This is an optimization exercise on Yosys and OpenROAD, whose aim is small area, a short achievable clock period and few clock cycles per item, not a production implementation. RTL that was checked went through simulation tests only; none was proved equivalent to the original. Function not checked in run 1: the RTL went through the layout flow alone. Power and IR drop assume default switching activity.

===== design/flow/flow/abc_deep.script =====
strash
&get -n
&deepsyn -T 45 -S 1
&put
dch -f
map -a
topo
stime -c
buffer -c
upsize -c
dnsize -c

===== design/flow/constraint.sdc =====
create_clock -name core_clock -period 6.0 [get_ports {sys_clk}]
set_input_delay 1.2000 -clock core_clock [delete_from_list [all_inputs] [get_ports {sys_clk}]]
set_output_delay 1.2000 -clock core_clock [all_outputs]
set_load 0.01 [all_outputs]

===== design/flow/flow/regcmp.py =====
# regcmp.py STD.v NEW.v: exit 0 when both netlists hold the same registers
# (same instance names, same cell types, drive strength aside).
import re, sys

def regs(path):
    txt = open(path).read()
    out = {}
    for typ, name in re.findall(r'^\s*(sky130_fd_sc_hd__\w+)\s+(\S+)\s*\(', txt, re.M):
        base = typ.replace('sky130_fd_sc_hd__', '')
        if re.match(r'(e?df|dl|sdf|sedf)', base):
            out[name] = re.sub(r'_\d+$', '', base)
    return out

a, b = regs(sys.argv[1]), regs(sys.argv[2])
if a != b or not a:
    print("register mismatch:", len(a), len(b))
    for k in sorted(set(a) | set(b)):
        if a.get(k) != b.get(k):
            print("  ", k, a.get(k), b.get(k))
    sys.exit(1)
print("registers match:", len(a))

===== design/flow/config.mk =====
export PLATFORM = sky130hd
export DESIGN_NAME = fsk_demod
export DESIGN_NICKNAME = fsk_demod
export VERILOG_FILES = /design/flow/design.v
export SDC_FILE = /design/flow/constraint.sdc
export NUM_CORES = 4
export LEC_CHECK = 0
export CAP_MARGIN = 20
export CORE_MARGIN = 2
export CORE_UTILIZATION = 50
export SETUP_SLACK_MARGIN = 3.5
export SLEW_MARGIN = 20

===== design/flow/design.v =====
module tone_ref_lookup (
    input  logic [6:0]        q,
    output logic signed [8:0] dref
);
    always_comb begin
        case (q)
            7'd0: dref = 9'sd0;
            7'd1: dref = -9'sd3;
            7'd2: dref = -9'sd6;
            7'd3: dref = -9'sd10;
            7'd4: dref = -9'sd13;
            7'd5: dref = -9'sd15;
            7'd6: dref = -9'sd18;
            7'd7: dref = -9'sd21;
            7'd8: dref = -9'sd24;
            7'd9: dref = -9'sd26;
            7'd10: dref = -9'sd29;
            7'd11: dref = -9'sd31;
            7'd12: dref = -9'sd34;
            7'd13: dref = -9'sd36;
            7'd14: dref = -9'sd38;
            7'd15: dref = -9'sd39;
            7'd16: dref = -9'sd41;
            7'd17: dref = -9'sd43;
            7'd18: dref = -9'sd44;
            7'd19: dref = -9'sd45;
            7'd20: dref = -9'sd46;
            7'd21: dref = -9'sd46;
            7'd22: dref = -9'sd47;
            7'd23: dref = -9'sd47;
            7'd24: dref = -9'sd46;
            7'd25: dref = -9'sd47;
            7'd26: dref = -9'sd46;
            7'd27: dref = -9'sd45;
            7'd28: dref = -9'sd44;
            7'd29: dref = -9'sd43;
            7'd30: dref = -9'sd41;
            7'd31: dref = -9'sd39;
            7'd32: dref = -9'sd37;
            7'd33: dref = -9'sd35;
            7'd34: dref = -9'sd32;
            7'd35: dref = -9'sd30;
            7'd36: dref = -9'sd27;
            7'd37: dref = -9'sd23;
            7'd38: dref = -9'sd20;
            7'd39: dref = -9'sd16;
            7'd40: dref = -9'sd11;
            7'd41: dref = -9'sd8;
            7'd42: dref = -9'sd3;
            7'd43: dref = 9'sd2;
            7'd44: dref = 9'sd6;
            7'd45: dref = 9'sd11;
            7'd46: dref = 9'sd17;
            7'd47: dref = 9'sd22;
            7'd48: dref = 9'sd27;
            7'd49: dref = 9'sd33;
            7'd50: dref = 9'sd39;
            7'd51: dref = 9'sd45;
            7'd52: dref = 9'sd51;
            7'd53: dref = 9'sd57;
            7'd54: dref = 9'sd63;
            7'd55: dref = 9'sd70;
            7'd56: dref = 9'sd76;
            7'd57: dref = 9'sd82;
            7'd58: dref = 9'sd89;
            7'd59: dref = 9'sd95;
            7'd60: dref = 9'sd101;
            7'd61: dref = 9'sd108;
            7'd62: dref = 9'sd115;
            7'd63: dref = 9'sd121;
            7'd64: dref = 9'sd127;
            7'd65: dref = 9'sd133;
            7'd66: dref = 9'sd139;
            7'd67: dref = 9'sd146;
            7'd68: dref = 9'sd151;
            7'd69: dref = 9'sd157;
            7'd70: dref = 9'sd163;
            7'd71: dref = 9'sd168;
            7'd72: dref = 9'sd174;
            7'd73: dref = 9'sd178;
            7'd74: dref = 9'sd183;
            7'd75: dref = 9'sd187;
            7'd76: dref = 9'sd193;
            7'd77: dref = 9'sd197;
            7'd78: dref = 9'sd201;
            7'd79: dref = 9'sd203;
            7'd80: dref = 9'sd207;
            7'd81: dref = 9'sd210;
            7'd82: dref = 9'sd213;
            7'd83: dref = 9'sd215;
            7'd84: dref = 9'sd218;
            7'd85: dref = 9'sd220;
            7'd86: dref = 9'sd221;
            7'd87: dref = 9'sd222;
            7'd88: dref = 9'sd223;
            7'd89: dref = 9'sd224;
            7'd90: dref = 9'sd224;
            7'd91: dref = 9'sd223;
            7'd92: dref = 9'sd223;
            7'd93: dref = 9'sd222;
            7'd94: dref = 9'sd220;
            7'd95: dref = 9'sd219;
            7'd96: dref = 9'sd217;
            7'd97: dref = 9'sd215;
            7'd98: dref = 9'sd211;
            7'd99: dref = 9'sd209;
            7'd100: dref = 9'sd206;
            7'd101: dref = 9'sd201;
            7'd102: dref = 9'sd198;
            7'd103: dref = 9'sd193;
            7'd104: dref = 9'sd188;
            7'd105: dref = 9'sd183;
            7'd106: dref = 9'sd177;
            7'd107: dref = 9'sd172;
            7'd108: dref = 9'sd166;
            7'd109: dref = 9'sd159;
            7'd110: dref = 9'sd152;
            7'd111: dref = 9'sd145;
            7'd112: dref = 9'sd139;
            7'd113: dref = 9'sd131;
            7'd114: dref = 9'sd124;
            7'd115: dref = 9'sd116;
            7'd116: dref = 9'sd108;
            7'd117: dref = 9'sd99;
            7'd118: dref = 9'sd91;
            7'd119: dref = 9'sd82;
            7'd120: dref = 9'sd74;
            7'd121: dref = 9'sd65;
            7'd122: dref = 9'sd56;
            7'd123: dref = 9'sd47;
            7'd124: dref = 9'sd37;
            7'd125: dref = 9'sd28;
            7'd126: dref = 9'sd18;
            7'd127: dref = 9'sd9;
            default: dref = 9'sd0;
        endcase
    end
endmodule
module fsk_mac (
    input  logic [3:0]  neg,
    input  logic [3:0]  one,
    input  logic [3:0]  two,
    input  logic [8:0]  d,
    input  logic [23:0] sm,
    input  logic [23:0] cm,
    output logic [23:0] nx0,
    output logic [23:0] nx1
);
    logic pp1, pp2, pp3, pp4, pp5, pp6, pp7, pp8, pp9, pp10, pp11, pp12, pp13, pp14, pp15, pp16;
    logic pp17, pp18, pp19, pp20, pp21, pp22, pp23, pp24, pp25, pp26, pp27, pp28, pp29, pp30, pp31, pp32;
    logic pp33, pp34, pp35, pp36, pp37, pp38, pp39, pp40, pp41, hs42, hc43, hs44, hc45, hs46, hc47, hs48;
    logic hc49, hs50, hc51, hs52, hc53, hs54, hc55, hs56, hc57, fs58, fc59, hs60, hc61, fs62, fc63, hs64;
    logic hc65, fs66, fc67, fs68, fc69, fs70, fc71, fs72, fc73, fs74, fc75, fs76, fc77, fs78, fc79, fs80;
    logic fc81, fs82, fc83, fs84, fc85, fs86, fc87, fs88, fc89, fs90, fc91, fs92, fc93, fs94, fc95, hs96;
    logic hc97, hs98, hc99, hs100, hc101, fs102, fc103, fs104, fc105, fs106, fc107, fs108, fc109, fs110, fc111, fs112;
    logic fc113, fs114, fc115, fs116, fc117, fs118, fc119, fs120, fc121, fs122, fc123, fs124, fc125, fs126, fc127, fs128;
    logic fc129, hs130, hc131, hs132, hc133, hs134, hc135, hs136, hc137, hs138, hc139, hs140, hc141, hs142, hc143, hs144;
    logic hc145, hs146, hc147, fs148, fc149, fs150, fc151, fs152, fc153, fs154, fc155, fs156, fc157, fs158, fc159, fs160;
    logic fc161, fs162, fc163, fs164, fc165, fs166, fc167, fs168, fc169, fs170, fc171, fs172, fc173, fs174, fc175, fs176;
    logic fc177, fs178, fc179, fs180, fc181, fs182, fc183, fs184, fc185, fs186, fc187, fs188, fc189, fs190, fc191, fs192;
    logic fc193;
    assign pp1 = (one[0] & d[0]) ^ neg[0];
    assign pp2 = ((one[0] & d[1]) | (two[0] & d[0])) ^ neg[0];
    assign pp3 = ((one[0] & d[2]) | (two[0] & d[1])) ^ neg[0];
    assign pp4 = ((one[0] & d[3]) | (two[0] & d[2])) ^ neg[0];
    assign pp5 = ((one[0] & d[4]) | (two[0] & d[3])) ^ neg[0];
    assign pp6 = ((one[0] & d[5]) | (two[0] & d[4])) ^ neg[0];
    assign pp7 = ((one[0] & d[6]) | (two[0] & d[5])) ^ neg[0];
    assign pp8 = ((one[0] & d[7]) | (two[0] & d[6])) ^ neg[0];
    assign pp9 = ((one[0] & d[8]) | (two[0] & d[7])) ^ neg[0];
    assign pp10 = ((one[0] & d[8]) | (two[0] & d[8])) ^ neg[0];
    assign pp11 = ~pp10;
    assign pp12 = (one[1] & d[0]) ^ neg[1];
    assign pp13 = ((one[1] & d[1]) | (two[1] & d[0])) ^ neg[1];
    assign pp14 = ((one[1] & d[2]) | (two[1] & d[1])) ^ neg[1];
    assign pp15 = ((one[1] & d[3]) | (two[1] & d[2])) ^ neg[1];
    assign pp16 = ((one[1] & d[4]) | (two[1] & d[3])) ^ neg[1];
    assign pp17 = ((one[1] & d[5]) | (two[1] & d[4])) ^ neg[1];
    assign pp18 = ((one[1] & d[6]) | (two[1] & d[5])) ^ neg[1];
    assign pp19 = ((one[1] & d[7]) | (two[1] & d[6])) ^ neg[1];
    assign pp20 = ((one[1] & d[8]) | (two[1] & d[7])) ^ neg[1];
    assign pp21 = ~(((one[1] & d[8]) | (two[1] & d[8])) ^ neg[1]);
    assign pp22 = (one[2] & d[0]) ^ neg[2];
    assign pp23 = ((one[2] & d[1]) | (two[2] & d[0])) ^ neg[2];
    assign pp24 = ((one[2] & d[2]) | (two[2] & d[1])) ^ neg[2];
    assign pp25 = ((one[2] & d[3]) | (two[2] & d[2])) ^ neg[2];
    assign pp26 = ((one[2] & d[4]) | (two[2] & d[3])) ^ neg[2];
    assign pp27 = ((one[2] & d[5]) | (two[2] & d[4])) ^ neg[2];
    assign pp28 = ((one[2] & d[6]) | (two[2] & d[5])) ^ neg[2];
    assign pp29 = ((one[2] & d[7]) | (two[2] & d[6])) ^ neg[2];
    assign pp30 = ((one[2] & d[8]) | (two[2] & d[7])) ^ neg[2];
    assign pp31 = ~(((one[2] & d[8]) | (two[2] & d[8])) ^ neg[2]);
    assign pp32 = (one[3] & d[0]) ^ neg[3];
    assign pp33 = ((one[3] & d[1]) | (two[3] & d[0])) ^ neg[3];
    assign pp34 = ((one[3] & d[2]) | (two[3] & d[1])) ^ neg[3];
    assign pp35 = ((one[3] & d[3]) | (two[3] & d[2])) ^ neg[3];
    assign pp36 = ((one[3] & d[4]) | (two[3] & d[3])) ^ neg[3];
    assign pp37 = ((one[3] & d[5]) | (two[3] & d[4])) ^ neg[3];
    assign pp38 = ((one[3] & d[6]) | (two[3] & d[5])) ^ neg[3];
    assign pp39 = ((one[3] & d[7]) | (two[3] & d[6])) ^ neg[3];
    assign pp40 = ((one[3] & d[8]) | (two[3] & d[7])) ^ neg[3];
    assign pp41 = ~(((one[3] & d[8]) | (two[3] & d[8])) ^ neg[3]);
    assign hs42 = cm[6] ^ neg[3];
    assign hc43 = cm[6] & neg[3];
    assign hs44 = cm[7] ^ sm[7];
    assign hc45 = cm[7] & sm[7];
    assign hs46 = cm[8] ^ sm[8];
    assign hc47 = cm[8] & sm[8];
    assign hs48 = cm[9] ^ sm[9];
    assign hc49 = cm[9] & sm[9];
    assign hs50 = cm[10] ^ sm[10];
    assign hc51 = cm[10] & sm[10];
    assign hs52 = cm[11] ^ sm[11];
    assign hc53 = cm[11] & sm[11];
    assign hs54 = cm[2] ^ neg[1];
    assign hc55 = cm[2] & neg[1];
    assign hs56 = cm[3] ^ sm[3];
    assign hc57 = cm[3] & sm[3];
    assign fs58 = cm[4] ^ neg[2] ^ sm[4];
    assign fc59 = (cm[4] & neg[2]) | (cm[4] & sm[4]) | (neg[2] & sm[4]);
    assign hs60 = pp5 ^ pp14;
    assign hc61 = pp5 & pp14;
    assign fs62 = cm[5] ^ sm[5] ^ pp6;
    assign fc63 = (cm[5] & sm[5]) | (cm[5] & pp6) | (sm[5] & pp6);
    assign hs64 = pp15 ^ pp23;
    assign hc65 = pp15 & pp23;
    assign fs66 = hs42 ^ sm[6] ^ pp7;
    assign fc67 = (hs42 & sm[6]) | (hs42 & pp7) | (sm[6] & pp7);
    assign fs68 = pp16 ^ pp24 ^ pp32;
    assign fc69 = (pp16 & pp24) | (pp16 & pp32) | (pp24 & pp32);
    assign fs70 = hc43 ^ pp8 ^ pp17;
    assign fc71 = (hc43 & pp8) | (hc43 & pp17) | (pp8 & pp17);
    assign fs72 = pp25 ^ pp33 ^ hs44;
    assign fc73 = (pp25 & pp33) | (pp25 & hs44) | (pp33 & hs44);
    assign fs74 = pp9 ^ pp18 ^ pp26;
    assign fc75 = (pp9 & pp18) | (pp9 & pp26) | (pp18 & pp26);
    assign fs76 = pp34 ^ hs46 ^ hc45;
    assign fc77 = (pp34 & hs46) | (pp34 & hc45) | (hs46 & hc45);
    assign fs78 = pp10 ^ pp19 ^ pp27;
    assign fc79 = (pp10 & pp19) | (pp10 & pp27) | (pp19 & pp27);
    assign fs80 = pp35 ^ hs48 ^ hc47;
    assign fc81 = (pp35 & hs48) | (pp35 & hc47) | (hs48 & hc47);
    assign fs82 = pp10 ^ pp20 ^ pp28;
    assign fc83 = (pp10 & pp20) | (pp10 & pp28) | (pp20 & pp28);
    assign fs84 = pp36 ^ hs50 ^ hc49;
    assign fc85 = (pp36 & hs50) | (pp36 & hc49) | (hs50 & hc49);
    assign fs86 = pp21 ^ pp29 ^ pp37;
    assign fc87 = (pp21 & pp29) | (pp21 & pp37) | (pp29 & pp37);
    assign fs88 = pp11 ^ hs52 ^ hc51;
    assign fc89 = (pp11 & hs52) | (pp11 & hc51) | (hs52 & hc51);
    assign fs90 = cm[12] ^ 1'b1 ^ sm[12];
    assign fc91 = (cm[12] & 1'b1) | (cm[12] & sm[12]) | (1'b1 & sm[12]);
    assign fs92 = pp30 ^ pp38 ^ hc53;
    assign fc93 = (pp30 & pp38) | (pp30 & hc53) | (pp38 & hc53);
    assign fs94 = cm[13] ^ sm[13] ^ pp31;
    assign fc95 = (cm[13] & sm[13]) | (cm[13] & pp31) | (sm[13] & pp31);
    assign hs96 = cm[14] ^ 1'b1;
    assign hc97 = cm[14] & 1'b1;
    assign hs98 = cm[0] ^ neg[0];
    assign hc99 = cm[0] & neg[0];
    assign hs100 = cm[1] ^ sm[1];
    assign hc101 = cm[1] & sm[1];
    assign fs102 = hs54 ^ sm[2] ^ pp3;
    assign fc103 = (hs54 & sm[2]) | (hs54 & pp3) | (sm[2] & pp3);
    assign fs104 = hc55 ^ pp4 ^ pp13;
    assign fc105 = (hc55 & pp4) | (hc55 & pp13) | (pp4 & pp13);
    assign fs106 = pp22 ^ hc57 ^ fs58;
    assign fc107 = (pp22 & hc57) | (pp22 & fs58) | (hc57 & fs58);
    assign fs108 = fc59 ^ hs64 ^ hc61;
    assign fc109 = (fc59 & hs64) | (fc59 & hc61) | (hs64 & hc61);
    assign fs110 = hc65 ^ fc63 ^ fs66;
    assign fc111 = (hc65 & fc63) | (hc65 & fs66) | (fc63 & fs66);
    assign fs112 = fc67 ^ fc69 ^ fs70;
    assign fc113 = (fc67 & fc69) | (fc67 & fs70) | (fc69 & fs70);
    assign fs114 = fc71 ^ fs74 ^ fc73;
    assign fc115 = (fc71 & fs74) | (fc71 & fc73) | (fs74 & fc73);
    assign fs116 = fc75 ^ fs78 ^ fc77;
    assign fc117 = (fc75 & fs78) | (fc75 & fc77) | (fs78 & fc77);
    assign fs118 = fc79 ^ fs82 ^ fc81;
    assign fc119 = (fc79 & fs82) | (fc79 & fc81) | (fs82 & fc81);
    assign fs120 = fc83 ^ fs86 ^ fc85;
    assign fc121 = (fc83 & fs86) | (fc83 & fc85) | (fs86 & fc85);
    assign fs122 = fs90 ^ fc87 ^ fc89;
    assign fc123 = (fs90 & fc87) | (fs90 & fc89) | (fc87 & fc89);
    assign fs124 = pp39 ^ fc91 ^ fs94;
    assign fc125 = (pp39 & fc91) | (pp39 & fs94) | (fc91 & fs94);
    assign fs126 = hs96 ^ sm[14] ^ pp40;
    assign fc127 = (hs96 & sm[14]) | (hs96 & pp40) | (sm[14] & pp40);
    assign fs128 = cm[15] ^ sm[15] ^ hc97;
    assign fc129 = (cm[15] & sm[15]) | (cm[15] & hc97) | (sm[15] & hc97);
    assign hs130 = cm[16] ^ 1'b1;
    assign hc131 = cm[16] & 1'b1;
    assign hs132 = cm[17] ^ 1'b1;
    assign hc133 = cm[17] & 1'b1;
    assign hs134 = cm[18] ^ 1'b1;
    assign hc135 = cm[18] & 1'b1;
    assign hs136 = cm[19] ^ 1'b1;
    assign hc137 = cm[19] & 1'b1;
    assign hs138 = cm[20] ^ 1'b1;
    assign hc139 = cm[20] & 1'b1;
    assign hs140 = cm[21] ^ 1'b1;
    assign hc141 = cm[21] & 1'b1;
    assign hs142 = cm[22] ^ 1'b1;
    assign hc143 = cm[22] & 1'b1;
    assign hs144 = cm[23] ^ 1'b1;
    assign hc145 = cm[23] & 1'b1;
    assign hs146 = hs98 ^ sm[0];
    assign hc147 = hs98 & sm[0];
    assign fs148 = hc99 ^ pp2 ^ hs100;
    assign fc149 = (hc99 & pp2) | (hc99 & hs100) | (pp2 & hs100);
    assign fs150 = pp12 ^ hc101 ^ fs102;
    assign fc151 = (pp12 & hc101) | (pp12 & fs102) | (hc101 & fs102);
    assign fs152 = hs56 ^ fc103 ^ fs104;
    assign fc153 = (hs56 & fc103) | (hs56 & fs104) | (fc103 & fs104);
    assign fs154 = hs60 ^ fc105 ^ fs106;
    assign fc155 = (hs60 & fc105) | (hs60 & fs106) | (fc105 & fs106);
    assign fs156 = fs62 ^ fc107 ^ fs108;
    assign fc157 = (fs62 & fc107) | (fs62 & fs108) | (fc107 & fs108);
    assign fs158 = fs68 ^ fc109 ^ fs110;
    assign fc159 = (fs68 & fc109) | (fs68 & fs110) | (fc109 & fs110);
    assign fs160 = fs72 ^ fc111 ^ fs112;
    assign fc161 = (fs72 & fc111) | (fs72 & fs112) | (fc111 & fs112);
    assign fs162 = fs76 ^ fc113 ^ fs114;
    assign fc163 = (fs76 & fc113) | (fs76 & fs114) | (fc113 & fs114);
    assign fs164 = fs80 ^ fc115 ^ fs116;
    assign fc165 = (fs80 & fc115) | (fs80 & fs116) | (fc115 & fs116);
    assign fs166 = fs84 ^ fc117 ^ fs118;
    assign fc167 = (fs84 & fc117) | (fs84 & fs118) | (fc117 & fs118);
    assign fs168 = fs88 ^ fc119 ^ fs120;
    assign fc169 = (fs88 & fc119) | (fs88 & fs120) | (fc119 & fs120);
    assign fs170 = fs92 ^ fc121 ^ fs122;
    assign fc171 = (fs92 & fc121) | (fs92 & fs122) | (fc121 & fs122);
    assign fs172 = fc93 ^ fs124 ^ fc123;
    assign fc173 = (fc93 & fs124) | (fc93 & fc123) | (fs124 & fc123);
    assign fs174 = fc95 ^ fs126 ^ fc125;
    assign fc175 = (fc95 & fs126) | (fc95 & fc125) | (fs126 & fc125);
    assign fs176 = pp41 ^ fs128 ^ fc127;
    assign fc177 = (pp41 & fs128) | (pp41 & fc127) | (fs128 & fc127);
    assign fs178 = hs130 ^ sm[16] ^ fc129;
    assign fc179 = (hs130 & sm[16]) | (hs130 & fc129) | (sm[16] & fc129);
    assign fs180 = hs132 ^ sm[17] ^ hc131;
    assign fc181 = (hs132 & sm[17]) | (hs132 & hc131) | (sm[17] & hc131);
    assign fs182 = hs134 ^ sm[18] ^ hc133;
    assign fc183 = (hs134 & sm[18]) | (hs134 & hc133) | (sm[18] & hc133);
    assign fs184 = hs136 ^ sm[19] ^ hc135;
    assign fc185 = (hs136 & sm[19]) | (hs136 & hc135) | (sm[19] & hc135);
    assign fs186 = hs138 ^ sm[20] ^ hc137;
    assign fc187 = (hs138 & sm[20]) | (hs138 & hc137) | (sm[20] & hc137);
    assign fs188 = hs140 ^ sm[21] ^ hc139;
    assign fc189 = (hs140 & sm[21]) | (hs140 & hc139) | (sm[21] & hc139);
    assign fs190 = hs142 ^ sm[22] ^ hc141;
    assign fc191 = (hs142 & sm[22]) | (hs142 & hc141) | (sm[22] & hc141);
    assign fs192 = hs144 ^ sm[23] ^ hc143;
    assign fc193 = (hs144 & sm[23]) | (hs144 & hc143) | (sm[23] & hc143);
    assign nx0[0] = hs146;
    assign nx0[1] = fs148;
    assign nx0[2] = fs150;
    assign nx0[3] = fs152;
    assign nx0[4] = fs154;
    assign nx0[5] = fs156;
    assign nx0[6] = fs158;
    assign nx0[7] = fs160;
    assign nx0[8] = fs162;
    assign nx0[9] = fs164;
    assign nx0[10] = fs166;
    assign nx0[11] = fs168;
    assign nx0[12] = fs170;
    assign nx0[13] = fs172;
    assign nx0[14] = fs174;
    assign nx0[15] = fs176;
    assign nx0[16] = fs178;
    assign nx0[17] = fs180;
    assign nx0[18] = fs182;
    assign nx0[19] = fs184;
    assign nx0[20] = fs186;
    assign nx0[21] = fs188;
    assign nx0[22] = fs190;
    assign nx0[23] = fs192;
    assign nx1[0] = pp1;
    assign nx1[1] = hc147;
    assign nx1[2] = fc149;
    assign nx1[3] = fc151;
    assign nx1[4] = fc153;
    assign nx1[5] = fc155;
    assign nx1[6] = fc157;
    assign nx1[7] = fc159;
    assign nx1[8] = fc161;
    assign nx1[9] = fc163;
    assign nx1[10] = fc165;
    assign nx1[11] = fc167;
    assign nx1[12] = fc169;
    assign nx1[13] = fc171;
    assign nx1[14] = fc173;
    assign nx1[15] = fc175;
    assign nx1[16] = fc177;
    assign nx1[17] = fc179;
    assign nx1[18] = fc181;
    assign nx1[19] = fc183;
    assign nx1[20] = fc185;
    assign nx1[21] = fc187;
    assign nx1[22] = fc189;
    assign nx1[23] = fc191;
endmodule
module symbol_decider (
    input  logic        sys_clk,
    input  logic        rst_n,
    input  logic        push,
    input  logic        push_bit,
    output logic [1:0]  qv,
    output logic        pop,
    output logic        symbol,
    output logic        symbol_valid,
    input  logic        symbol_ready
);
    logic [1:0] qd;
    logic [1:0] nv;
    logic [1:0] nd;
    assign pop          = qv[0] && symbol_ready;
    assign symbol       = qd[0];
    assign symbol_valid = qv[0];
    always_comb begin
        nv = pop ? {1'b0, qv[1]} : qv;
        nd = pop ? {qd[1], qd[1]} : qd;
        if (push) begin
            if (!nv[0]) nd[0] = push_bit;
            else        nd[1] = push_bit;
            nv = {nv[0], 1'b1};
        end
    end
    always_ff @(posedge sys_clk or negedge rst_n) begin
        if (!rst_n) qv <= '0;
        else        qv <= nv;
    end
    always_ff @(posedge sys_clk) begin
        qd <= nd;
    end
endmodule
module fsk_demod (
    input  logic         sys_clk,
    input  logic         rst_n,
    input  logic [15:0]  sample_in,       
    input  logic         sample_valid,
    output logic         sample_ready,
    output logic         symbol,          
    output logic         symbol_valid,
    input  logic         symbol_ready
);
    localparam int W = 24;
    logic       rdy;
    logic       take;
    logic [7:0] phase;
    logic [7:0] q1;           
    logic       p7;           
    logic [7:0] s1;
    logic       l1;
    assign sample_ready = rdy;
    assign take         = sample_valid && rdy;
    assign phase = sample_in[15:8];
    always_ff @(posedge sys_clk) begin
        q1 <= phase[7] ? 8'd0 - phase : phase;
        p7 <= phase[7];
        s1 <= sample_in[7:0] & {8{take}};
    end
    logic       newlast;      
    assign newlast = take && (phase == 8'hFF);
    always_ff @(posedge sys_clk or negedge rst_n) begin
        if (!rst_n) l1 <= 1'b0;
        else        l1 <= newlast;
    end
    logic signed [8:0] dhalf;
    logic [8:0]        se;
    logic [3:0]        neg_n, one_n, two_n;
    logic [3:0]        neg2, one2, two2;
    logic [8:0]        d2;
    logic              l2;
    tone_ref_lookup u_lookup (.q(q1[6:0]), .dref(dhalf));
    always_comb begin
        se = {s1, 1'b0};
        for (int i = 0; i < 4; i++) begin
            neg_n[i] = se[2*i+2];
            one_n[i] = se[2*i+1] ^ se[2*i];
            two_n[i] = (se[2*i+2] & ~se[2*i+1] & ~se[2*i]) | (~se[2*i+2] & se[2*i+1] & se[2*i]);
        end
    end
    always_ff @(posedge sys_clk) begin
        d2   <= q1[7] ? 9'd0 : dhalf;       
        neg2 <= neg_n ^ {4{p7}};
        one2 <= one_n;
        two2 <= two_n;
    end
    logic [W-1:0] acc_s, acc_c;
    logic [W-1:0] nx_s, nx_c;
    logic         run;        
    logic         l3;         
    logic         flush;      
    fsk_mac u_mac (
        .neg (neg2),
        .one (one2),
        .two (two2),
        .d   (d2),
        .sm  (run ? acc_s : ~acc_c),    
        .cm  (acc_c),
        .nx0 (nx_s),
        .nx1 (nx_c)
    );
    always_ff @(posedge sys_clk) begin
        acc_s <= nx_s;
        acc_c <= nx_c;
    end
    always_ff @(posedge sys_clk or negedge rst_n) begin
        if (!rst_n) begin
            l2      <= 1'b0;
            l3      <= 1'b0;
            flush   <= 1'b1;
            run     <= 1'b0;
        end else begin
            l2      <= l1;
            l3      <= l2;
            flush   <= 1'b0;
            run     <= !(l2 || flush);
        end
    end
    logic [W-1:0] total;
    logic         dec;        
    logic         l4;
    assign total = acc_s + acc_c;
    always_ff @(posedge sys_clk) begin
        dec <= !total[W-1];
    end
    always_ff @(posedge sys_clk or negedge rst_n) begin
        if (!rst_n) l4 <= 1'b0;
        else        l4 <= l3;
    end
    logic [1:0] qv;
    logic       pop;
    symbol_decider u_queue (
        .sys_clk      (sys_clk),
        .rst_n        (rst_n),
        .push         (l4),
        .push_bit     (dec),
        .qv           (qv),
        .pop          (pop),
        .symbol       (symbol),
        .symbol_valid (symbol_valid),
        .symbol_ready (symbol_ready)
    );
    logic [5:0] ends;
    logic       at_most_one;
    assign ends = {newlast, l1, l2, l3, l4, pop ? qv[1] : qv[0]};
    always_comb begin
        at_most_one = 1'b1;
        for (int i = 0; i < 6; i++)
            for (int j = i + 1; j < 6; j++)
                if (ends[i] && ends[j]) at_most_one = 1'b0;
    end
    always_ff @(posedge sys_clk or negedge rst_n) begin
        if (!rst_n) rdy <= 1'b0;
        else        rdy <= (pop || !qv[1]) && at_most_one;
    end
endmodule

===== design/flow/standard.sh =====
#!/bin/bash
# synth_recipe.tcl (not shown) runs the flow's synth.tcl, then flattens the netlist and writes it again
# the make line also repeats each setting of config.mk as NAME=value (left out here)
make -C /OpenROAD-flow-scripts/flow DESIGN_CONFIG=/design/flow/config.mk WORK_HOME=/design/flow/orfs CLKGATE_MAP_FILE= SYNTH_SCRIPT=/design/flow/synth_recipe.tcl "${@:-finish}"

===== design/flow/flow/run.sh =====
#!/bin/bash
# Own flow: the standard layout, with two changes.
#  1. Synthesis: the standard script, except that synth's "fine" step skips its quick abc
#     (so extract_fa sees the RTL's adders unscrambled) and the final abc uses an area
#     script with deepsyn (flow/abc_deep.script). The result is used only when it holds
#     exactly the standard synthesis's registers (names and cell types); otherwise the
#     standard synthesis is kept.
#  2. Port buffers are plain buffers (BUFFER_PORTS_ARGS) instead of the delay cells the
#     resizer picks by default.
# Every tool's output goes to a log file of its own in this folder.
set -u
W=$PWD
F=$W/flow
R=$W/orfs/results/$FLOW_PLATFORM/fsk_demod/base
PORTS='BUFFER_PORTS_ARGS=-buffer_cell sky130_fd_sc_hd__buf_4'

bash standard.sh synth > $W/log_standard_synth.txt 2>&1 || { echo "standard synth failed"; exit 1; }
cp $R/1_2_yosys.v $W/standard_1_2_yosys.v

# modified copy of ORFS's synth.tcl and of the standard flow's synthesis script
mkdir -p $W/mysynth
sed -e 's|^\(\s*synth -top $::env(DESIGN_NAME) -run fine: {\*}$synth_full_args\)|\1 -noabc|' \
    -e "s|^source \$::env(SCRIPTS_DIR)/synth_preamble.tcl|&\nset abc_args [lreplace \$abc_args 1 1 $F/abc_deep.script]|" \
    $FLOW_HOME/scripts/synth.tcl > $W/mysynth/synth.tcl
sed "s|source \$::env(SCRIPTS_DIR)/synth.tcl|source $W/mysynth/synth.tcl|" $W/synth_recipe.tcl > $W/mysynth/synth_recipe.tcl

if make -C $FLOW_HOME DESIGN_CONFIG=$W/config.mk WORK_HOME=$W/mysynth/orfs CLKGATE_MAP_FILE= \
     SYNTH_SCRIPT=$W/mysynth/synth_recipe.tcl synth > $W/log_my_synth.txt 2>&1; then
  M=$W/mysynth/orfs/results/$FLOW_PLATFORM/fsk_demod/base/1_2_yosys.v
  if python3 $F/regcmp.py $W/standard_1_2_yosys.v $M > $W/log_regcmp.txt 2>&1; then
    cp $M $R/1_2_yosys.v
    rm -f $R/1_synth.odb $R/1_synth.sdc
    echo "using the modified synthesis"
  else
    echo "registers differ: keeping the standard synthesis"
  fi
else
  echo "modified synthesis failed: keeping the standard synthesis"
fi

bash standard.sh "$PORTS" finish > $W/log_standard_finish.txt 2>&1 || { echo "layout failed"; exit 1; }
test -f $W/out/final.def

==> impl_metrics.py, run 1 <==
metrics = {
    "timing": {
        "relSlewSlack": 0.518,
        "hold_ws_ps": 395,
        "hold_viol": 0,
        "timing.setup.tns_ps": 0,
        "max_freq_mhz": 346,
        "fin_crit_ps": 2890,
        "rsz0062_at_grt": "yes",
        "post-route-period-util": 0.481,
        "drv_slew": 0,
        "worstMarginPinSlew_ps": 721,
        "finClkSkew_ps": 8.88,
        "setup_violations": 0,
        "layout_setup_ws_ps": 3110,
    },
    "critical_path": {
        "rr_startpoint": "acc_s[1]",
        "cp_max_fo": 2,
        "required_ps": 6240,
        "critPathLaunch": "acc_s[1]",
        "end_kind": "flop",
        "critPathLaunchType": "flop",
        "r2r-end": "dec",
        "reg2reg_slack_ps": 3110,
        "rr_worst_depth": 16,
        "critPathKind": "reg2reg",
        "arrival_ps": 3130,
    },
    "min_path": {
        "hold_depth": 0,
        "hp-class": "reg2reg",
        "min_to": "one2[0]",
        "hold_start": "s1[0]",
    },
    "die": {
        "core_sq_mm": 0.0120,
        "rows": 40,
        "die-area_sq_mm": 0.0132,
        "ioPinCount": 23,
        "die_w_microns": 115,
        "die_h_microns": 115,
        "start_util": 0.514,
    },
    "logic_synthesis": {
        "synth_nets": 825,
        "yosys_warnings": 3,
        "syn-instance-count": 715,
        "syn_area_sq_mm": 0.00617,
        "avgSynthCellArea_sq_um": 8.63,
    },
    "layout": {
        "regArea_sq_mm": 0.00205,
        "final_nets": 872,
        "multi_input_area_sq_mm": 0.00390,
        "drive_above_1_share": 0.210,
        "fin_cells": 914,
        "final_cell_mix": "95 x inv_1, 88 x nor2_1, 73 x dfxtp_1",
        "area_delta_synth_final_pct": 20.4,
        "n_antenna_cell": 0,
        "fillers": 1005,
        "final_util": 0.619,
        "mostFrequentLayoutCell": "inv_1",
        "design_area_sq_mm": 0.00743,
    },
    "power_and_ir_drop": {
        "power.leakage_nw": 3.33,
        "vdd_drop_max_mv": 0.178,
        "power.density_mw_per_mm2": 487,
        "p_total_mw": 3.62,
    },
    "clocking": {
        "cts_num_sinks": 98,
        "cts-htree-levels": 3,
        "clkLatencyLatePin_ps": 350,
        "clockBufferDepth": 2,
        "cts_tree": "built",
        "cts_root_buf": "clkbuf_16",
        "path_clk_slew_ps": 80,
        "numCtsBuffers": 9,
    },
    "drt": {
        "wl_mm": 15.3,
        "drt-vias-per-instance": 5.49,
        "drtIter0Drc": 388,
        "wire_per_inst_microns": 16.7,
        "dr.pass1.iters": 6,
        "drtAntennaViolNets": 0,
        "drc": 0,
        "num_vias": 5022,
    },
    "grt": {
        "grt_usage": 0.243,
        "antenna_found_initial": 0,
        "grt-ovfl-total": 0,
        "grt_pass1_vias": 5127,
        "grt_pass1_wl_mm": 25.2,
        "grt_max_degree": 20,
    },
    "placed_design": {
        "port_buffers": 22,
        "gp_congestion": 0.905,
        "placed_cell_area_sq_mm": 0.00647,
        "dpl.hpwl_mm": 11.2,
        "preCtsSetupSlack_ps": 2940,
        "dpl.cell_count": 865,
    },
    "run": {
        "cap_violations": 0,
    },
    "outcome": {
        "status": "finished clean",
    },
}
## registers in the layout, summed over array words and instances, names as in the netlist, 2 cells and up
name / cells
acc_c: 24
one2: 4
u_queue.qv: 2
q1: 8
s1: 8
two2: 4
acc_s: 24
d2: 9
u_queue.qd: 2
neg2: 4
## per-layer routing
layer / vias to the layer above / routed length, microns / part of all wire / global-route usage
li1: 2439 / - / - / -
met1: 2324 / 6770 / 0.44 / 0.324
met5: - / 0 / 0 / 0
met3: 55 / 876 / 0.057 / 0.0416
met2: 204 / 7170 / 0.47 / 0.398
met4: 0 / 450 / 0.029 / 0.0916
## timing repair
| item | in CTS | in global routing |
|---|---|---|
| endpoints found under the setup margin | 27 | 23 |
| gates cloned | 1 | 0 |
| hold endpoints to repair | 0 | 0 |
| pin swaps | 16 | 23 |
| resized for setup | 48 | 62 |
| hold buffers | 0 | 0 |
| setup buffers | 10 | 22 |
## worst max path at each step
stage / to / slack [ps]
4_1_cts: dec / 3080
3_5_place_dp: acc_s[8] / 2940
2_1_floorplan: dec / 3340
6_report: dec / 3110
5_1_grt: dec / 2970
3_3_place_gp: acc_s[13] / 3010
## cell type report
class / count / share of cell area
multi-input combinational: 482 / 0.524
clock buffer: 9 / 0.0303
clock inverter: 7 / 0.0126
timing repair buffer: 56 / 0.0709
tap: 147 / 0.0248
inverter: 115 / 0.0606
sequential: 98 / 0.276
## power breakdown
part / internal, mW / switching, mW
logic: 0.868 / 1.01
clock network: 0.335 / 0.280
registers: 0.923 / 0.207
## worst max-delay path: stages, from the launching register on
cell,delay (ps)
dfxtp_2,340
ha_4,230
a31oi_1,130
nor2_1,60
o21a_1,170
o21a_1,160
o21a_1,170
o21a_1,170
o21a_1,170
o21a_1,160
o21a_1,160
o21a_1,170
o21bai_1,170
a21oi_2,90
o31ai_1,210
nand2_1,90
xor2_1,140
==> inputs of run 2 (changes only) <==
--- a/design/flow/design.v
+++ b/design/flow/design.v
@@ -520,13 +520,33 @@
             run     <= !(l2 || flush);
         end
     end
-    logic [W-1:0] total;
-    logic         dec;        
+    logic [W-1:0] gen_b, prop_b;    
+    logic         cg0, cg1, cp1, cg2, cp2, x23;
+    logic         dg0, dg1, dp1, dg2, dp2, dx23;
+    logic         dec;
     logic         l4;
-    assign total = acc_s + acc_c;
+    assign gen_b  = acc_s & acc_c;
+    assign prop_b = acc_s | acc_c;
+    always_comb begin
+        cg0 = 1'b0;
+        for (int i = 0; i < 8; i++)   cg0 = gen_b[i] | (prop_b[i] & cg0);
+        cg1 = 1'b0;
+        for (int i = 8; i < 16; i++)  cg1 = gen_b[i] | (prop_b[i] & cg1);
+        cg2 = 1'b0;
+        for (int i = 16; i < 23; i++) cg2 = gen_b[i] | (prop_b[i] & cg2);
+        cp1 = &prop_b[15:8];
+        cp2 = &prop_b[22:16];
+        x23 = acc_s[23] ^ acc_c[23];
+    end
     always_ff @(posedge sys_clk) begin
-        dec <= !total[W-1];
+        dg0  <= cg0;
+        dg1  <= cg1;
+        dp1  <= cp1;
+        dg2  <= cg2;
+        dp2  <= cp2;
+        dx23 <= x23;
     end
+    assign dec = !(dx23 ^ (dg2 | (dp2 & (dg1 | (dp1 & dg0)))));
     always_ff @(posedge sys_clk or negedge rst_n) begin
         if (!rst_n) l4 <= 1'b0;
         else        l4 <= l3;
==> impl_metrics.py, run 2 <==
metrics = {
    "logic_synthesis": {
        "syn-instance-count": 688,
        "synth_nets": 776,
        "syn_area_sq_mm": 0.00613,
        "avgSynthCellArea_sq_um": 8.92,
        "yosys_warnings": 3,
    },
    "grt": {
        "grt-ovfl-total": 0,
        "grt_max_degree": 21,
        "grt_usage": 0.223,
        "grt_pass1_wl_mm": 23.2,
        "grt_pass1_vias": 4773,
        "antenna_found_initial": 0,
    },
    "drt": {
        "drtAntennaViolNets": 0,
        "wire_per_inst_microns": 15.8,
        "drt-vias-per-instance": 5.50,
        "wl_mm": 13.5,
        "dr.pass1.iters": 5,
        "num_vias": 4716,
        "drtIter0Drc": 375,
        "drc": 0,
    },
    "power_and_ir_drop": {
        "vdd_drop_max_mv": 0.168,
        "power.density_mw_per_mm2": 504,
        "power.leakage_nw": 3.08,
    },
    "layout": {
        "final_nets": 793,
        "area_delta_synth_final_pct": 12.4,
        "reg_top3": "acc_c (24), acc_s (24), d2 (9)",
        "mostFrequentLayoutCell": "inv_1",
        "design_area_sq_mm": 0.00690,
        "n_antenna_cell": 0,
        "final_util": 0.574,
        "final_cell_mix": "96 x inv_1, 85 x dfxtp_1, 77 x nor2_1",
        "drive_above_1_share": 0.163,
    },
    "die": {
        "ioPinCount": 23,
        "rows": 40,
        "die-area_sq_mm": 0.0132,
        "die_h_microns": 115,
        "start_util": 0.511,
        "core_sq_mm": 0.0120,
        "die_w_microns": 115,
    },
    "timing": {
        "hold_ws_ps": 349,
        "finClkSkew_ps": 5.84,
        "setup_violations": 0,
        "hold_viol": 0,
        "timing.setup.tns_ps": 0,
        "drv_slew": 0,
        "relSlewSlack": 0.585,
        "fin_crit_ps": 2600,
        "post-route-period-util": 0.433,
        "worstMarginPinSlew_ps": 622,
        "rsz0062_at_grt": "yes",
        "max_freq_mhz": 385,
    },
    "min_path": {
        "hold_depth": 0,
        "hp-class": "reg2reg",
        "min_to": "one2[0]",
        "hold_start": "s1[0]",
    },
    "critical_path": {
        "critPathKind": "reg2reg",
        "reg2reg_slack_ps": 3400,
        "r2r-end": "acc_s[8]",
        "rr_startpoint": "run",
        "end_kind": "flop",
        "critPathLaunchType": "flop",
        "cp_max_fo": 6,
        "required_ps": 6230,
        "rr_worst_depth": 6,
        "arrival_ps": 2830,
    },
    "clocking": {
        "numCtsBuffers": 9,
        "cts_root_buf": "clkbuf_16",
        "cts-htree-levels": 3,
        "clockBufferDepth": 2,
        "path_clk_slew_ps": 70,
        "cts_tree": "built",
        "cts_num_sinks": 103,
        "clkLatencyLatePin_ps": 350,
    },
    "placed_design": {
        "placed_cell_area_sq_mm": 0.00638,
        "dpl.hpwl_mm": 10.2,
        "gp_congestion": 0.940,
        "port_buffers": 22,
    },
    "outcome": {
        "status": "finished clean",
    },
    "run": {
        "cap_violations": 0,
    },
}
-- run 2: cell types whose count changed in the layout (fill, tap and decap cells not counted), sizes merged, moves of 6 or more --
cell | previous run | this run
a221oi | 1 | 9
a22oi | 0 | 7
buf | 55 | 26
ha | 38 | 16
nor3 | 11 | 5
o21a | 8 | 2
o21ai | 42 | 35
-- run 2: critical path, stage by stage, from the launching register on --
cell	delay (ps)
dfrtp_4	560
buf_16	170
o21ai_2	130
ha_2	290
fa_2	360
fa_1	520
fa_2	440
-- run 2: metrics by stage --
step	std cells	total power, mW	setup WS (ps)
2_1_floorplan	688	2.39	3460
3_3_place_gp	837	2.71	2970
3_5_place_dp	837	2.82	2910
4_1_cts	857	3.44	3390
5_1_grt	857	3.87	3330
6_report	857	3.47	3400
-- run 2: power by group --
part           internal, mW  leakage (nW)  switching (mW)
clock network         0.326         0.139           0.261
registers             0.967         0.905           0.245
logic                 0.776          2.04           0.901
-- run 2: how the worst max path moves through the flow --
stage / start / to / slack, ps
2_1_floorplan: run / acc_s[10] / 3460
3_3_place_gp: run / acc_s[12] / 2970
3_5_place_dp: run / acc_s[10] / 2910
4_1_cts: run / acc_s[4] / 3390
5_1_grt: run / acc_s[11] / 3330
6_report: run / acc_s[8] / 3400
-- run 2: layer usage --
layer / up-vias / track usage / wire [microns]
li1: 2299 / - / -
met1: 2256 / 0.307 / 6310
met2: 144 / 0.361 / 6400
met3: 17 / 0.0438 / 631
met4: 0 / 0.0691 / 175
met5: - / 0 / 0
-- run 2: repair_timing --
action,4_1_cts,5_1_grt
endpoints found under the setup margin,22,26
resized for setup,30,26
hold buffers,0,0
cloned,2,0
pin swaps,21,14
buffers inserted,2,0
-- run 2: final cells by class --
cell class / instances / area (sq um)
timing repair buffer: 27 / 264
sequential: 103 / 2130
multi-input combinational: 455 / 3600
clock buffer: 10 / 229
tap: 147 / 184
clock inverter: 6 / 71.3
inverter: 109 / 412
fill: 1098 / 5120
Testbench counts of run 2, summed over its fixed seeds: cycles 65,576, items 65,536.
==> inputs of run 3 (changes only) <==
--- a/design/flow/flow/run.sh
+++ b/design/flow/flow/run.sh
@@ -2,7 +2,7 @@
 # Own flow: the standard layout, with two changes.
 #  1. Synthesis: the standard script, except that synth's "fine" step skips its quick abc
 #     (so extract_fa sees the RTL's adders unscrambled) and the final abc uses an area
-#     script with deepsyn (flow/abc_deep.script). The result is used only when it holds
+#     script with deepsyn (flow/abc.script). The result is used only when it holds
 #     exactly the standard synthesis's registers (names and cell types); otherwise the
 #     standard synthesis is kept.
 #  2. Port buffers are plain buffers (BUFFER_PORTS_ARGS) instead of the delay cells the
@@ -20,7 +20,7 @@
 # modified copy of ORFS's synth.tcl and of the standard flow's synthesis script
 mkdir -p $W/mysynth
 sed -e 's|^\(\s*synth -top $::env(DESIGN_NAME) -run fine: {\*}$synth_full_args\)|\1 -noabc|' \
-    -e "s|^source \$::env(SCRIPTS_DIR)/synth_preamble.tcl|&\nset abc_args [lreplace \$abc_args 1 1 $F/abc_deep.script]|" \
+    -e "s|^source \$::env(SCRIPTS_DIR)/synth_preamble.tcl|&\nset abc_args [lreplace \$abc_args 1 1 $F/abc.script]|" \
     $FLOW_HOME/scripts/synth.tcl > $W/mysynth/synth.tcl
 sed "s|source \$::env(SCRIPTS_DIR)/synth.tcl|source $W/mysynth/synth.tcl|" $W/synth_recipe.tcl > $W/mysynth/synth_recipe.tcl
 
==> design/flow/flow/abc.script (new file) <==
strash
dch -f
map -a
topo
stime -c
buffer -c
upsize -c
dnsize -c
removed: design/flow/flow/abc_deep.script
==> impl_metrics.py, run 3 <==
metrics = {
    "outcome": {
        "status": "finished clean",
    },
    "drt": {
        "drtAntennaViolNets": 0,
        "wl_mm": 13.8,
        "dr.pass1.iters": 5,
        "wire_per_inst_microns": 15.6,
        "drtIter0Drc": 287,
        "num_vias": 4787,
        "drc": 0,
        "drt-vias-per-instance": 5.44,
    },
    "clocking": {
        "clockBufferDepth": 2,
        "clkLatencyLatePin_ps": 350,
        "path_clk_slew_ps": 70,
        "cts_num_sinks": 103,
        "cts-htree-levels": 3,
        "cts_root_buf": "clkbuf_16",
        "cts_tree": "built",
        "numCtsBuffers": 9,
    },
    "placed_design": {
        "dpl.hpwl_mm": 10.5,
        "port_buffers": 22,
        "dpl.cell_count": 861,
        "gp_congestion": 0.935,
    },
    "die": {
        "die-area_sq_mm": 0.0134,
        "rows": 40,
        "die_h_microns": 116,
        "ioPinCount": 23,
        "die_w_microns": 116,
        "start_util": 0.515,
        "core_sq_mm": 0.0121,
    },
    "layout": {
        "drive_above_1_share": 0.149,
        "final_nets": 795,
        "n_antenna_cell": 0,
        "fin_cells": 880,
        "area_delta_synth_final_pct": 10.2,
        "mostFrequentLayoutCell": "dfxtp_1",
        "reg_top3": "acc_c (24), acc_s (24), d2 (9)",
        "final_util": 0.567,
        "final_cell_mix": "84 x dfxtp_1, 82 x inv_1, 60 x nand2_1",
    },
    "critical_path": {
        "arrival_ps": 2720,
        "critPathLaunchType": "flop",
        "critPathTopFamily": "adder cells",
        "cp_num_buf_inv": 0,
        "cp_max_fo": 17,
        "rr_worst_depth": 6,
        "cp_slowest_stage_delay_ps": 570,
        "rr_startpoint": "run",
        "critPathKind": "reg2reg",
        "crit_chain": "nand2_1 -> o21ai_0 -> ha_1 -> fa_2 -> fa_1 -> fa_1",
        "required_ps": 6230,
        "r2r-end": "acc_s[11]",
        "cp_slowest_cell": "dfrtp_4",
        "cp_common_cell": "fa_1",
        "reg2reg_slack_ps": 3510,
        "end_kind": "flop",
    },
    "timing": {
        "rsz0062_at_grt": "yes",
        "finClkSkew_ps": 5.36,
        "fin_crit_ps": 2490,
        "drv_slew": 0,
        "setup_violations": 0,
        "hold_ws_ps": 353,
        "max_freq_mhz": 401,
        "timing.setup.tns_ps": 0,
        "post-route-period-util": 0.416,
        "worstMarginPinSlew_ps": 746,
        "relSlewSlack": 0.502,
        "hold_viol": 0,
    },
    "min_path": {
        "hold_depth": 0,
        "hp-class": "reg2reg",
        "hold_start": "s1[0]",
        "min_to": "one2[0]",
    },
    "run": {
        "cap_violations": 0,
    },
    "logic_synthesis": {
        "synth_nets": 782,
        "yosys_warnings": 3,
        "avgSynthCellArea_sq_um": 8.98,
        "syn-instance-count": 694,
        "syn_area_sq_mm": 0.00623,
    },
    "grt": {
        "grt_pass1_wl_mm": 23.1,
        "grt_usage": 0.220,
        "antenna_found_initial": 0,
        "grt_max_degree": 29,
        "grt_pass1_vias": 4718,
        "grt-ovfl-total": 0,
    },
    "power_and_ir_drop": {
        "vdd_drop_max_mv": 0.156,
        "power.leakage_nw": 2.98,
        "power.density_mw_per_mm2": 487,
        "p_total_mw": 3.34,
    },
}
[run 3: worst reg2reg max path, cell delays in order, from the launching register on]
cell and delay (ps):
dfrtp_4 570, nand2_1 90, o21ai_0 80, ha_1 320, fa_2 370, fa_1 470
fa_1 470
[run 3: worst max path at each step]
stage / startpoint / to / slack (ps) / depth (start not counted)
final: run / acc_s[11] / 3510 / 6
after CTS: d2[4] / acc_s[11] / 3470 / 7
after global routing: one2[0] / acc_s[9] / 3430 / 5
after floorplan: run / acc_s[11] / 3500 / 8
after detailed placement: run / acc_s[11] / 3090 / 5
after global placement: run / acc_s[11] / 3120 / 5
[run 3: area by class of cell]
class	instances	area [sq um]
Clock buffer	10	229
Clock inverter	6	51.3
Fill cell	1134	5240
Inverter	101	390
Multi-Input combinational cell	466	3660
Sequential cell	103	2140
Tap cell	168	210
Timing Repair Buffer	26	195
[run 3: repair_timing]
item / CTS / global route
hold buffers: 0 / 0
setup endpoints to repair: 29 / 21
pin swaps: 1 / 3
hold endpoints to repair: 0 / 0
gates resized for setup: 20 / 16
setup buffers: 1 / 2
[run 3: metal layers]
layer / vias to the layer above / GRT usage / share of wire / wire [microns]
met4: 0 / 0.0659 / 0.016 / 225
met3: 16 / 0.0471 / 0.056 / 777
met2: 172 / 0.350 / 0.47 / 6430
li1: 2342 / - / - / -
met5: - / 0 / 0 / 0
met1: 2257 / 0.304 / 0.46 / 6340
[run 3: through the flow]
stage	setup WS, ps	cell area, sq um
finish	3510	6870
global route	3430	6870
CTS	3470	6810
detailed placement	3090	6490
global placement	3120	6490
floorplan	3500	6280
[run 3: power by group]
| group | internal, mW | total [mW] | switching (mW) |
|---|---|---|---|
| sequential | 0.968 | 1.19 | 0.226 |
| combinational | 0.718 | 1.60 | 0.881 |
| clock | 0.288 | 0.550 | 0.262 |
| total | 1.97 | 3.34 | 1.37 |
==> inputs of run 4 (changes only) <==
--- a/design/flow/flow/run.sh
+++ b/design/flow/flow/run.sh
@@ -2,7 +2,7 @@
 # Own flow: the standard layout, with two changes.
 #  1. Synthesis: the standard script, except that synth's "fine" step skips its quick abc
 #     (so extract_fa sees the RTL's adders unscrambled) and the final abc uses an area
-#     script with deepsyn (flow/abc.script). The result is used only when it holds
+#     mapping script (flow/abc.script). The result is used only when it holds
 #     exactly the standard synthesis's registers (names and cell types); otherwise the
 #     standard synthesis is kept.
 #  2. Port buffers are plain buffers (BUFFER_PORTS_ARGS) instead of the delay cells the
--- a/design/flow/config.mk
+++ b/design/flow/config.mk
@@ -8,5 +8,5 @@
 export CAP_MARGIN = 20
 export CORE_MARGIN = 2
 export CORE_UTILIZATION = 50
-export SETUP_SLACK_MARGIN = 3.5
+export SETUP_SLACK_MARGIN = 3.6
 export SLEW_MARGIN = 20
==> impl_metrics.py, run 4 <==
metrics = {
    "outcome": {
        "status": "finished clean",
    },
    "die": {
        "die_w_microns": 116,
        "start_util": 0.515,
        "die_h_microns": 116,
        "die-area_sq_mm": 0.0134,
        "rows": 40,
        "core_sq_mm": 0.0121,
        "ioPinCount": 23,
    },
    "clocking": {
        "cts_tree": "built",
        "path_clk_slew_ps": 70,
        "cts_num_sinks": 103,
        "cts-htree-levels": 3,
        "clkLatencyLatePin_ps": 350,
        "numCtsBuffers": 9,
        "cts_root_buf": "clkbuf_16",
        "clockBufferDepth": 2,
    },
    "layout": {
        "multi_input_area_sq_mm": 0.00365,
        "design_area_sq_mm": 0.00693,
        "n_antenna_cell": 0,
        "fillers": 1125,
        "regArea_sq_mm": 0.00214,
        "final_cell_mix": "82 x inv_1, 81 x dfxtp_1, 60 x nand2_1",
        "area_delta_synth_final_pct": 11.2,
        "reg_top3": "acc_c (24), acc_s (24), d2 (9)",
        "drive_above_1_share": 0.162,
        "final_util": 0.572,
        "mostFrequentLayoutCell": "inv_1",
        "final_nets": 799,
    },
    "critical_path": {
        "cp_max_fo": 8,
        "rr_startpoint": "d2[3]",
        "cp_common_cell": "fa_1",
        "critPathLaunchType": "flop",
        "required_ps": 6230,
        "r2r-end": "acc_s[8]",
        "cp_slowest_cell": "fa_1",
        "arrival_ps": 2760,
        "worstSetupEndpoint": "acc_s[8]",
        "reg2reg_slack_ps": 3470,
        "cp_slowest_stage_delay_ps": 580,
        "critical_path_depth": 6,
        "critPathTopFamily": "adder cells",
        "critPathKind": "reg2reg",
        "cp_num_buf_inv": 1,
        "rr_worst_depth": 6,
        "crit_chain": "inv_1 -> o22ai_1 -> xor2_1 -> fa_1 -> fa_1 -> fa_2",
        "end_kind": "flop",
        "critPathLaunch": "d2[3]",
    },
    "timing": {
        "fin_crit_ps": 2530,
        "layout_setup_ws_ps": 3470,
        "finClkSkew_ps": 7.96,
        "setup_violations": 0,
        "worstMarginPinSlew_ps": 792,
        "rsz0062_at_grt": "yes",
        "max_freq_mhz": 396,
        "drv_slew": 0,
        "relSlewSlack": 0.471,
        "post-route-period-util": 0.421,
        "hold_viol": 0,
        "timing.setup.tns_ps": 0,
    },
    "power_and_ir_drop": {
        "vdd_drop_max_mv": 0.149,
        "power.leakage_nw": 3.00,
        "p_total_mw": 3.39,
        "power.density_mw_per_mm2": 489,
    },
    "drt": {
        "wl_mm": 14.1,
        "dr.pass1.iters": 5,
        "drt-vias-per-instance": 5.47,
        "drc": 0,
        "drtIter0Drc": 356,
        "num_vias": 4834,
        "drtAntennaViolNets": 0,
        "wire_per_inst_microns": 15.9,
    },
    "grt": {
        "grt_pass1_wl_mm": 23.7,
        "grt-ovfl-total": 0,
        "grt_max_degree": 29,
        "grt_usage": 0.228,
        "grt_pass1_vias": 4745,
        "antenna_found_initial": 0,
    },
    "placed_design": {
        "preCtsSetupSlack_ps": 3180,
        "gp_congestion": 0.914,
        "port_buffers": 22,
        "dpl.hpwl_mm": 10.5,
        "placed_cell_area_sq_mm": 0.00650,
    },
    "logic_synthesis": {
        "syn_area_sq_mm": 0.00623,
        "synth_nets": 782,
        "yosys_warnings": 3,
        "syn-instance-count": 694,
        "avgSynthCellArea_sq_um": 8.98,
    },
    "min_path": {
        "hp-class": "reg2reg",
    },
    "run": {
        "cap_violations": 0,
    },
}
## run 4: cell types whose count changed in the layout (fill, tap and decap cells not counted), moves of 2 or more
cell | previous run | this run
dfxtp_2 | 7 | 9
dfxtp_1 | 84 | 81
buf_4 | 26 | 28
inv_2 | 16 | 14
fa_1 | 47 | 42
o21ai_1 | 8 | 10
clkinv_4 | 1 | 3
inv_6 | 6 | 3
fa_2 | 5 | 10
inv_4 | 0 | 3
o21ai_0 | 44 | 42
## run 4: report_power, final
group | switching [mW] | leakage [nW] | internal [mW] | total [mW]
Combinational | 0.904 | 1.96 | 0.740 | 1.64
Sequential | 0.222 | 0.907 | 0.968 | 1.19
Clock | 0.263 | 0.135 | 0.288 | 0.551
## run 4: area by class of cell
type / instances / share of cell area
multi-input cells: 466 / 0.527
flip-flops and latches: 103 / 0.309
inverters: 101 / 0.0572
repair buffers: 30 / 0.0348
clock buffers: 10 / 0.0330
well taps: 168 / 0.0303
clock inverters: 6 / 0.00776
## run 4: how the worst min path moves through the flow
stage                from       to  cells past startpoint
detailed placement  s1[0]  one2[0]                      0
CTS                 s1[0]  one2[0]                      0
global placement    s1[0]  one2[0]                      0
floorplan           s1[0]  one2[0]                      0
finish              s1[0]  one2[0]                      0
global route        s1[0]  one2[0]                      0
## run 4: metrics by stage
stage,hold WS (ps),std cells
floorplan,331,694
global placement,349,862
detailed placement,344,862
CTS,350,884
global route,360,884
finish,345,884
## run 4: metal layers
layer	global-route usage	vias to the layer above	share of wire	wire length, microns
met4	0.0778	0	0.025	348
met5	0	-	0	0
met3	0.0513	31	0.054	764
met2	0.356	149	0.45	6390
met1	0.314	2294	0.47	6560
li1	-	2360	-	-
## run 4: timing repair
action	in CTS	in global routing
pin swaps	12	6
hold buffers	0	0
setup endpoints to repair	31	24
resized for setup	28	17
setup buffers	6	0
## run 4: worst reg2reg max path: stages (launching register included)
cell and delay, ps:
dfxtp_1 310, inv_1 130, o22ai_1 270, xor2_1 230
fa_1 460, fa_1 580, fa_2 430
==> inputs of run 5 (changes only) <==
--- a/design/flow/config.mk
+++ b/design/flow/config.mk
@@ -8,5 +8,5 @@
 export CAP_MARGIN = 20
 export CORE_MARGIN = 2
 export CORE_UTILIZATION = 50
-export SETUP_SLACK_MARGIN = 3.6
+export SETUP_SLACK_MARGIN = 3.4
 export SLEW_MARGIN = 20
==> impl_metrics.py, run 5 <==
metrics = {
    "drt": {
        "drtAntennaViolNets": 0,
        "drt-vias-per-instance": 5.48,
        "drtIter0Drc": 396,
        "drc": 0,
        "wl_mm": 14.1,
        "num_vias": 4832,
        "wire_per_inst_microns": 16.0,
        "dr.pass1.iters": 5,
    },
    "layout": {
        "final_nets": 796,
        "regArea_sq_mm": 0.00213,
        "n_antenna_cell": 0,
        "fillers": 1094,
        "reg_top3": "acc_c (24), acc_s (24), d2 (9)",
        "mostFrequentLayoutCell": "inv_1",
        "final_util": 0.573,
        "final_cell_mix": "88 x inv_1, 86 x dfxtp_1, 58 x nand2_1, 58 x nor2_1, 47 x fa_1",
        "multi_input_area_sq_mm": 0.00367,
        "drive_above_1_share": 0.143,
        "area_delta_synth_final_pct": 11.3,
    },
    "clocking": {
        "path_clk_slew_ps": 80,
        "cts_tree": "built",
        "cts_num_sinks": 103,
        "cts_root_buf": "clkbuf_16",
        "clkLatencyLatePin_ps": 360,
        "cts-htree-levels": 3,
        "clockBufferDepth": 2,
        "hold_buffers": 0,
        "numCtsBuffers": 9,
    },
    "placed_design": {
        "gp_congestion": 0.927,
        "port_buffers": 22,
        "dpl.hpwl_mm": 10.5,
        "preCtsSetupSlack_ps": 2940,
    },
    "timing": {
        "relSlewSlack": 0.476,
        "hold_viol": 0,
        "finClkSkew_ps": 11.8,
        "worstMarginPinSlew_ps": 784,
        "timing.setup.tns_ps": 0,
        "rsz0062_at_grt": "yes",
        "post-route-period-util": 0.426,
        "max_freq_mhz": 391,
        "setup_violations": 0,
        "fin_crit_ps": 2560,
        "layout_setup_ws_ps": 3440,
        "drv_slew": 0,
    },
    "grt": {
        "antenna_found_initial": 0,
        "use_met1": 0.303,
        "grt-ovfl-total": 0,
        "grt_util_met3": 0.0554,
        "grt_usage": 0.222,
        "grt_pass1_wl_mm": 23.2,
        "grt_max_degree": 29,
        "grt_pass1_vias": 4775,
        "use_met2": 0.352,
        "grt.busiest_layer": "met2",
    },
    "logic_synthesis": {
        "syn_area_sq_mm": 0.00623,
        "syn-instance-count": 694,
        "yosys_warnings": 3,
        "avgSynthCellArea_sq_um": 8.98,
        "synth_nets": 782,
    },
    "die": {
        "core_sq_mm": 0.0121,
        "die_w_microns": 116,
        "die-area_sq_mm": 0.0134,
        "ioPinCount": 23,
        "rows": 40,
        "start_util": 0.515,
        "die_h_microns": 116,
    },
    "power_and_ir_drop": {
        "vdd_drop_max_mv": 0.169,
        "power.density_mw_per_mm2": 497,
        "power.leakage_nw": 3.01,
    },
    "outcome": {
        "status": "finished clean",
    },
    "critical_path": {
        "critPathKind": "reg2reg",
        "critPathLaunchType": "flop",
        "required_ps": 6230,
        "end_kind": "flop",
        "arrival_ps": 2790,
        "cp_max_fo": 8,
    },
    "run": {
        "cap_violations": 0,
    },
    "min_path": {
        "hp-class": "reg2reg",
    },
}
==> run 5: timing repair <==
item,4_1_cts,5_1_grt
resized for setup,9,36
buffers inserted,2,1
endpoints found under the setup margin,25,18
pin swaps,0,21
==> run 5: final timing paths <==
check / end / slack [ps] / cells past startpoint / startpoint
min in group asynchronous: l1 / 640 / 1 / rst_n
max reg2reg: acc_s[6] / 3440 / 7 / run
min: one2[0] / 340 / 0 / s1[0]
min reg2reg: one2[0] / 340 / 0 / s1[0]
max in group asynchronous: flush / 5150 / 1 / rst_n
max: acc_s[6] / 3440 / 7 / run
==> run 5: metrics by stage <==
step           power (mW)  instances  hold slack, ps  instance area [sq um]
2_1_floorplan        2.39        694             331                   6250
3_3_place_gp         2.71        862             345                   6490
3_5_place_dp         2.82        862             339                   6490
4_1_cts              3.45        880             350                   6840
5_1_grt              3.80        881             354                   6940
6_report             3.44        881             342                   6940
==> run 5: routing by layer <==
layer | vias up | wire length [microns]
li1 | 2362 | -
met1 | 2284 | 6490
met2 | 161 | 6570
met3 | 25 | 827
met4 | 0 | 233
met5 | - | 0
==> run 5: report_power, final <==
part	switching [mW]	internal [mW]	total, mW	leakage [nW]
clock network	0.291	0.298	0.590	0.148
registers	0.232	0.967	1.20	0.905
logic	0.911	0.746	1.66	1.96
total	1.43	2.01	3.44	3.01
==> run 5: layout make-up <==
| class | instances | area share |
|---|---|---|
| clock buffer | 9 | 0.0325 |
| clock inverter | 7 | 0.0126 |
| inverter | 101 | 0.0563 |
| multi-input combinational | 466 | 0.529 |
| sequential | 103 | 0.307 |
| tap | 168 | 0.0303 |
| timing repair buffer | 27 | 0.0319 |
==> run 5: critical path, stage by stage, from the launching register on <==
cell and delay (ps):
dfrtp_4 550, buf_8 170, buf_6 130, nand2_2 60, o21ai_2 60, fa_1 550, fa_1 430, fa_1 470
==> inputs of run 6 (changes only) <==
==> design/flow/flow/abc.script (replaced) <==
strash
dch -f
amap
topo
stime -c
buffer -c
upsize -c
dnsize -c
--- a/design/flow/config.mk
+++ b/design/flow/config.mk
@@ -8,5 +8,5 @@
 export CAP_MARGIN = 20
 export CORE_MARGIN = 2
 export CORE_UTILIZATION = 50
-export SETUP_SLACK_MARGIN = 3.4
+export SETUP_SLACK_MARGIN = 3.5
 export SLEW_MARGIN = 20
==> impl_metrics.py, run 6 <==
metrics = {
    "logic_synthesis": {
        "syn-instance-count": 726,
        "synth_nets": 814,
        "yosys_warnings": 3,
        "avgSynthCellArea_sq_um": 8.46,
        "syn_area_sq_mm": 0.00614,
    },
    "timing": {
        "timing.setup.tns_ps": 0,
        "hold_viol": 0,
        "rsz0062_at_grt": "yes",
        "max_freq_mhz": 386,
        "relSlewSlack": 0.622,
        "worstMarginPinSlew_ps": 566,
        "layout_setup_ws_ps": 3410,
        "fin_crit_ps": 2590,
        "finClkSkew_ps": 11.4,
        "setup_violations": 0,
    },
    "min_path": {
        "hold_start": "s1[0]",
        "min_to": "one2[0]",
        "hold_depth": 0,
        "hp-class": "reg2reg",
    },
    "placed_design": {
        "placed_cell_area_sq_mm": 0.00638,
        "dpl.hpwl_mm": 10.5,
        "gp_congestion": 0.913,
    },
    "critical_path": {
        "cp_max_fo": 6,
        "critPathLaunchType": "flop",
        "required_ps": 6230,
        "reg2reg_slack_ps": 3410,
        "rr_worst_depth": 9,
        "end_kind": "flop",
        "r2r-end": "acc_s[6]",
        "rr_startpoint": "run",
    },
    "layout": {
        "final_nets": 848,
        "design_area_sq_mm": 0.00712,
        "fillers": 1084,
        "n_antenna_cell": 0,
        "drive_above_1_share": 0.199,
        "reg_top3": "acc_c (24), acc_s (24), d2 (9)",
        "area_delta_synth_final_pct": 15.9,
        "final_cell_mix": "88 x nor2_1, 82 x dfxtp_1, 73 x nand2_1",
    },
    "drt": {
        "wire_per_inst_microns": 16.3,
        "drc": 0,
        "wl_mm": 14.9,
        "drtIter0Drc": 275,
        "num_vias": 5172,
        "drt-vias-per-instance": 5.67,
        "drtAntennaViolNets": 0,
    },
    "clocking": {
        "path_clk_slew_ps": 80,
        "cts_root_buf": "clkbuf_16",
        "cts_tree": "built",
        "cts-htree-levels": 3,
        "hold_buffers": 0,
        "numCtsBuffers": 9,
        "clkLatencyLatePin_ps": 360,
    },
    "outcome": {
        "status": "finished clean",
    },
    "die": {
        "start_util": 0.512,
        "die-area_sq_mm": 0.0132,
        "core_sq_mm": 0.0120,
        "die_h_microns": 115,
    },
    "power_and_ir_drop": {
        "power.density_mw_per_mm2": 474,
        "p_sw_mw": 1.38,
        "intPower_mw": 2.00,
        "power.leakage_nw": 2.95,
        "seqPwrFrac": 0.352,
        "switching_share": 0.409,
        "clkPwrFrac": 0.170,
    },
    "grt": {
        "grt_usage": 0.236,
        "grt_max_degree": 27,
        "antenna_found_initial": 0,
        "grt_pass1_wl_mm": 24.7,
        "grt-ovfl-total": 0,
        "grt_pass1_vias": 5045,
    },
    "run": {
        "cap_violations": 0,
    },
}
-- run 6: metrics by stage --
| stage | power [mW] | util | cells | hold slack, ps |
|---|---|---|---|---|
| after floorplan | 2.27 | - | 726 | 332 |
| after global placement | 2.57 | 0.531 | 875 | 342 |
| after detailed placement | 2.67 | 0.531 | 875 | 337 |
| after CTS | 3.34 | 0.581 | 911 | 351 |
| after global routing | 3.72 | 0.593 | 912 | 357 |
| final | 3.38 | 0.593 | 912 | 345 |
-- run 6: worst max-delay path by stage --
stage | from | end | slack, ps | cells past startpoint
floorplan | run | acc_s[8] | 3470 | 7
global placement | run | acc_s[9] | 2950 | 7
detailed placement | run | acc_s[8] | 2830 | 7
CTS | run | acc_s[11] | 3360 | 8
global route | neg2[2] | acc_s[11] | 3340 | 8
finish | run | acc_s[6] | 3410 | 9
-- run 6: cell type report --
class,instances,area [sq um],area share
Timing Repair inverter,4,35.0,0.00492
Inverter,95,399,0.0560
Timing Repair Buffer,40,352,0.0494
Tap cell,147,184,0.0258
Clock inverter,6,58.8,0.00826
Sequential cell,103,2140,0.301
Clock buffer,10,229,0.0321
Multi-Input combinational cell,507,3720,0.523
-- run 6: timing repair --
item | in CTS | in global routing
setup endpoints to repair | 29 | 27
endpoints found under the hold margin | 0 | 0
gates cloned | 3 | 1
pin swaps | 25 | 17
setup buffers | 17 | 0
gates resized for setup | 66 | 52
-- run 6: critical path, cell delays in order (launching register included) --
cell and delay (ps):
dfrtp_4 480, buf_12 130, clkinv_8 70, buf_12 140, buf_6 120, nor2_4 70
a21oi_2 50, fa_2 400, fa_2 590, fa_2 410
-- run 6: power groups by stage --
stage | logic (mW) | clock network (mW) | registers, mW
after global routing | 1.88 | 0.616 | 1.22
after CTS | 1.58 | 0.585 | 1.17
after floorplan | 1.16 | 0 | 1.11
after detailed placement | 1.50 | 0 | 1.17
after global placement | 1.40 | 0 | 1.17
final | 1.62 | 0.573 | 1.19
-- run 6: per-layer routing --
metal  part of all wire  GRT usage  vias up
met1               0.47      0.337     2415
met4              0.017     0.0627        0
met5                  0          0        -
met3              0.060     0.0527       24
li1                   -          -     2568
met2               0.46      0.365      165

Setup slack of run 6, layout unchanged: 3.407 ns with ideal ports, 3.407 ns with driving cells assumed (clock clkbuf_16, inputs buf_2), 3.388 ns with port delays also shifted by the 0.393 ns mid clock arrival.
